Background: an optimization exercise with open tools, aiming at small area, a short achievable clock period and few clock cycles. Do not read the settings as production practice. Where RTL was checked, it was by simulation tests only, not by an equivalence proof against the original. Power figures rest on the tool's default switching activity, not on a simulated workload.

==> branch delta <==
## mdu_seq
module mdu_seq #(
    parameter int XLEN = 64
) (
    input  logic            clk,
    input  logic            rst_n,
    input  logic            req_valid,
    output logic            req_ready,
    input  logic [4:0]      req_op,
    input  logic            req_word,
    input  logic [XLEN-1:0] req_src1,
    input  logic [XLEN-1:0] req_src2,
    input  logic [4:0]      req_rd,
    input  logic            flush,
    output logic            resp_valid,
    input  logic            resp_ready,
    output logic [XLEN-1:0] resp_data,
    output logic [4:0]      resp_rd,
    output logic            busy
);
Settings: LEC_CHECK=0, CAP_MARGIN=20, CORE_MARGIN=2, CORE_UTILIZATION=45, SETUP_SLACK_MARGIN=1.5, SLEW_MARGIN=20; clock period 6.0 ns.
run.sh (not shown) runs the stock make flow with config.mk's settings and CLKGATE_MAP_FILE= SYNTH_SCRIPT=/design/flow/synth_recipe.tcl, a recipe that flattens the netlist after the stock synthesis.
==> branch pepper (differences from branch delta) <==
Settings changed: CAP_MARGIN 20 to 10, CORE_UTILIZATION 45 to 40, SLEW_MARGIN 20 to 10.
==> branch lagoon (differences from branch delta) <==
--- a/flow/design.v
+++ b/flow/design.v
@@ -114,15 +114,15 @@
     logic        fix_q;      
     logic [65:0] r0_q;       
     logic [64:0] r1_q;       
     logic [63:0] r2_q;       
     logic        pp1_q;      
     logic        pp2_q;      
     logic        ppn_q;      
-    logic [6:0]  cnt_q;      
+    logic [5:0]  cnt_q;      
     logic        last_q;     
     logic        first_q;    
     logic        triv_q;     
     logic        bz_q;       
     logic        swap_q;     
     logic        mul_q;
     logic        rem_q;
@@ -155,15 +155,15 @@
     logic        in_onehot;
     logic        in_mul;
     logic [63:0] in_ext1, in_ext2;
     logic        in_s1, in_s2;
     logic [63:0] in_m2;
     logic        in_m2_small;    
     logic        in_msb1, in_msb2;
-    logic [63:0] in_e1, in_z1, in_z2;
+    logic [63:0] in_z1, in_z2;
     logic [6:0]  in_c1, in_c2;
     logic [6:0]  in_lz2;
     logic [6:0]  in_lz1e;        
     logic [7:0]  in_k;
     logic        in_bz;
     logic        in_triv;
     logic        in_swap;
@@ -179,22 +179,21 @@
         in_m2_small = (in_ext2[63:1] == 63'd0) | (in_ext2 == 64'hFFFF_FFFF_FFFF_FFFF);
         in_bz     = (in_ext2 == 64'd0);
     end
     mdu_neg64 u_neg2 (.x(in_ext2), .neg(in_s2), .y(in_m2));
     always_comb begin
         in_msb1 = req_word ? req_src1[31] : req_src1[63];
         in_msb2 = req_word ? req_src2[31] : req_src2[63];
-        in_e1   = req_word ? {{32{req_src1[31]}}, req_src1[31:0]} : req_src1;
-        in_z1   = in_msb1 ? {~in_e1[62:0], 1'b1} : in_e1;
+        in_z1   = req_word ? {32'd0, req_src1[31:0] ^ {32{in_msb1}}} : req_src1 ^ {64{in_msb1}};
         in_z2   = req_word ? {32'd0, req_src2[31:0] ^ {32{in_msb2}}} : req_src2 ^ {64{in_msb2}};
     end
     mdu_lzc64 u_lz1 (.x(in_z1), .cnt(in_c1));
     mdu_lzc64 u_lz2 (.x(in_z2), .cnt(in_c2));
     always_comb begin
-        in_lz1e = (in_msb1 & ~in_sgn) ? {1'b0, req_word, 5'd0} : in_c1;
+        in_lz1e = (in_msb1 & ~in_sgn) ? {1'b0, req_word, 5'd0} : (in_c1 - {6'd0, in_msb1});
         in_lz2  = (in_msb2 & ~in_sgn) ? {1'b0, req_word, 5'd0} : in_c2;
         in_k    = {1'b0, in_lz2} - {1'b0, in_lz1e};
         in_triv = ~in_mul & (~in_onehot | in_bz | in_k[7]);
         in_swap = in_lz1e > in_lz2;
     end
     logic [2:0]  bt_in, bt_swap, bt_it;
     logic        msgn;
@@ -206,19 +205,17 @@
         bt_swap = {r1_q[0],
                    r1_q[1] & ~r1_q[0],
                    r1_q[1] ^ msgn};
         bt_it   = {r2_q[2] ^ r2_q[1],
                    (r2_q[3] & ~r2_q[2] & ~r2_q[1]) | (~r2_q[3] & r2_q[2] & r2_q[1]),
                    (r2_q[3] & ~(r2_q[2] & r2_q[1])) ^ msgn};
     end
-    logic [5:0]  n_kc;
     logic [64:0] n_d;
     always_comb begin
-        n_kc = mul_q ? 6'd0 : (cnt_q[6] ? 6'd63 : cnt_q[5:0]);
-        n_d  = {1'b0, r2_q} << n_kc;
+        n_d  = {1'b0, r2_q} << cnt_q;
     end
     logic [65:0] add_a;
     logic [65:0] add_b;
     logic [65:0] sum;
     logic        qbit;
     logic        sel1, sel2, seln;
     always_comb begin
@@ -229,17 +226,19 @@
         add_b = ({66{sel1}} & {1'b0, r1_q}) | ({66{sel2}} & {r1_q, 1'b0});
         add_b = add_b ^ {66{seln}};
     end
     mdu_add #(.W(66)) u_add (.a(add_a), .b(add_b), .ci(seln | fix_q), .s(sum));
     assign qbit = ~sum[65];
     logic [63:0] tr_res;
     logic        tr_neg;
+    logic [65:0] fin_res;
     always_comb begin
         tr_res  = inv_q ? 64'd0 : (rem_q ? r1_q[63:0] : (bz_q ? 64'hFFFF_FFFF_FFFF_FFFF : 64'd0));
         tr_neg  = 1'b0;
+        fin_res = r0_q[65] ? sum : r0_q;
     end
     logic        do_triv;    
     logic        do_algn;    
     logic        it_go;      
     logic        fin_res_go;
     logic        res_new;    
     logic        res_neg;
@@ -300,20 +299,18 @@
             r1_q    <= {1'b0, in_ext1};
             r2_q    <= in_m2;
             {pp1_q, pp2_q, ppn_q} <= in_mul ? bt_in : {2'b10, in_s1};
             first_q <= 1'b1;
             triv_q  <= in_triv;
             swap_q  <= in_swap;
             bz_q    <= in_bz;
-            cnt_q   <= in_k[6:0];
-            last_q  <= in_m2_small;      
+            cnt_q   <= in_mul ? 6'd0 : (in_k[6] ? 6'd63 : in_k[5:0]);
+            last_q  <= in_mul ? in_m2_small : (in_lz2 == in_lz1e);
         end else if (do_algn) begin
             r1_q    <= n_d;
-            cnt_q   <= {1'b0, n_kc};
-            if (!mul_q) last_q <= (n_kc == 6'd0);
             if (mul_q) begin
                 r2_q   <= r1_q[63:0];
                 last_q <= (r1_q[63:1] == 63'd0) | (r1_q[63:1] == 63'h7FFF_FFFF_FFFF_FFFF);
                 {pp1_q, pp2_q, ppn_q} <= bt_swap;
             end else begin
                 r2_q    <= 64'd0;
                 first_q <= 1'b0;
@@ -326,27 +323,25 @@
                 r2_q    <= {{2{r2_q[63]}}, r2_q[63:2]};
                 last_q  <= (r2_q[63:3] == 61'd0) | (r2_q[63:3] == 61'h1FFF_FFFF_FFFF_FFFF);
                 {pp1_q, pp2_q, ppn_q} <= bt_it;
             end else begin
                 if (!last_q) r1_q <= {1'b0, r1_q[64:1]};
                 r2_q    <= {r2_q[62:0], qbit};
                 ppn_q   <= qbit;
-                cnt_q   <= cnt_q - 7'd1;
-                last_q  <= (cnt_q == 7'd1);
+                cnt_q   <= cnt_q - 6'd1;
+                last_q  <= (cnt_q == 6'd1);
             end
         end
     end
-    logic        r0_en, r0_sum, r0_quo, r0_mask;
-    logic [65:0] r0_oth;
-    always_comb begin
-        r0_en   = do_triv | (do_algn & ~mul_q) | it_go | (state_q == FIN) | fix_q;
-        r0_quo  = st_iter & ~mul_q & last_q & ~rem_q;
-        r0_mask = (st_algn & ~triv_q & ~mul_q) | fix_q;      
-        r0_sum  = r0_mask | (st_iter & ~r0_quo) | ((state_q == FIN) & r0_q[65]);
-        r0_oth  = (st_algn & triv_q) ? {2'b00, tr_res} :
-                  (r0_quo ? {2'b00, r2_q[62:0], qbit} : r0_q);
-    end
     always_ff @(posedge clk) begin
-        if (r0_en)
-            r0_q <= r0_sum ? {sum[65:64] & {2{~r0_mask}}, sum[63:0]} : r0_oth;
+        if (do_triv)
+            r0_q <= {2'b00, tr_res};
+        else if (do_algn && !mul_q)
+            r0_q <= {2'b00, sum[63:0]};      
+        else if (it_go)
+            r0_q <= (!mul_q && last_q && !rem_q) ? {2'b00, r2_q[62:0], qbit} : sum;
+        else if (state_q == FIN)
+            r0_q <= fin_res;
+        else if (fix_q)
+            r0_q <= {2'b00, sum[63:0]};
     end
 endmodule
Settings changed: CORE_UTILIZATION 45 to 50.
==> summary of the runs <==
- Branch pepper finished clean. Branch delta finished clean. Branch lagoon ran to the end with no violations.
- Sequential cell count is the same in branch delta and branch pepper.
- In branch delta the first-iteration DRC count is smaller than in branch lagoon, by 9.9%.
- Fmax: branch pepper is lower than branch delta (1.8%).
- Core utilization: branch pepper is lower than branch lagoon (13 points).
- Clock power is about the same in branch pepper and branch lagoon.
- Critical path depth: branch delta < branch pepper < branch lagoon.
- Sequential share of layout area, highest first: branch pepper, branch delta, branch lagoon.
- Power: branch delta > branch pepper > branch lagoon.
==> figures <==
metric	branch pepper	branch delta	branch lagoon
Run status	finished clean	finished clean	finished clean
R2R Path Start	fix_q	mul_q	fix_q
Num tapcells	931	782	748
Clock distribution power	1.76 mW	1.85 mW	1.79 mW
Share of the core filled with cells in the final layout	0.473	0.543	0.601
Per-cell via count in the routed design	6.64	6.99	7.03
Top Metal Used	met4	met5	met5
Launching element of the worst setup path	req_src1[44]	resp_ready	req_word
Power Internal	8.00 mW	8.16 mW	6.62 mW
Min setup slack post-route	1.45 ns	1.53 ns	1.13 ns
Worst-Margin Slew	0.982 ns	1.32 ns	1.22 ns
Final HPWL from detailed placement	92600 um	98300 um	92000 um
FF+latch area	6930 um2	6920 um2	6880 um2
Sw frac	0.511	0.514	0.459
Worst skew pair latency	0.62 ns	0.62 ns	0.60 ns
Fraction of final layout cells with drive strength greater than 1	0.120	0.140	0.174
Multi-In Gates	2778	2783	2747
Cell with the most instances after synthesis	sky130_fd_sc_hd__a21oi_1	sky130_fd_sc_hd__a21oi_1	sky130_fd_sc_hd__nand2_1
Testbench counts of branch delta, summed over its fixed seeds: cycles 13,719.
Testbench counts of branch pepper, summed over its fixed seeds: cycles 13,719.
No functional check of the RTL was part of branch lagoon.

==> port drivers added, routing unchanged <==
The flow's constraints put no driver on any port. The routed layouts listed below were extracted and timed again, unchanged, in two steps. Step 1 (the two cells are an assumption about what drives the block):
set clk [get_ports {clk}]
set_driving_cell -lib_cell sky130_fd_sc_hd__clkbuf_16 $clk
set_driving_cell -lib_cell sky130_fd_sc_hd__buf_2 [delete_from_list [all_inputs] $clk]
Step 2 adds t to the input delays and takes it off the output delays; t is the mean of the earliest and latest rising clock arrival at the registers after step 1. Input paths then give back, and output paths get back, about the clock's delay inside the block. Three values: no drivers, after step 1, after step 2; two values: the first two.
| run | t, ns | setup slack, ns | worst setup path after step 2 | worst slew at a driven data input, ns | cell pins on the clock port's net |
|---|---|---|---|---|---|
| branch delta | 0.658 | 1.528 / 1.499 / 0.857 | input to register | 0.13 | 1 |
| branch pepper | 0.667 | 1.446 / 1.484 / 0.817 | input to register | 0.04 | 1 |
| branch lagoon | 0.667 | 1.127 / 1.144 / 0.478 | input to register | 0.05 | 1 |
After both steps setup and hold are still met in every run listed. For branch delta, which loses most, drivers alone change the setup slack by -0.029 ns; drivers and shift together by -0.671 ns.
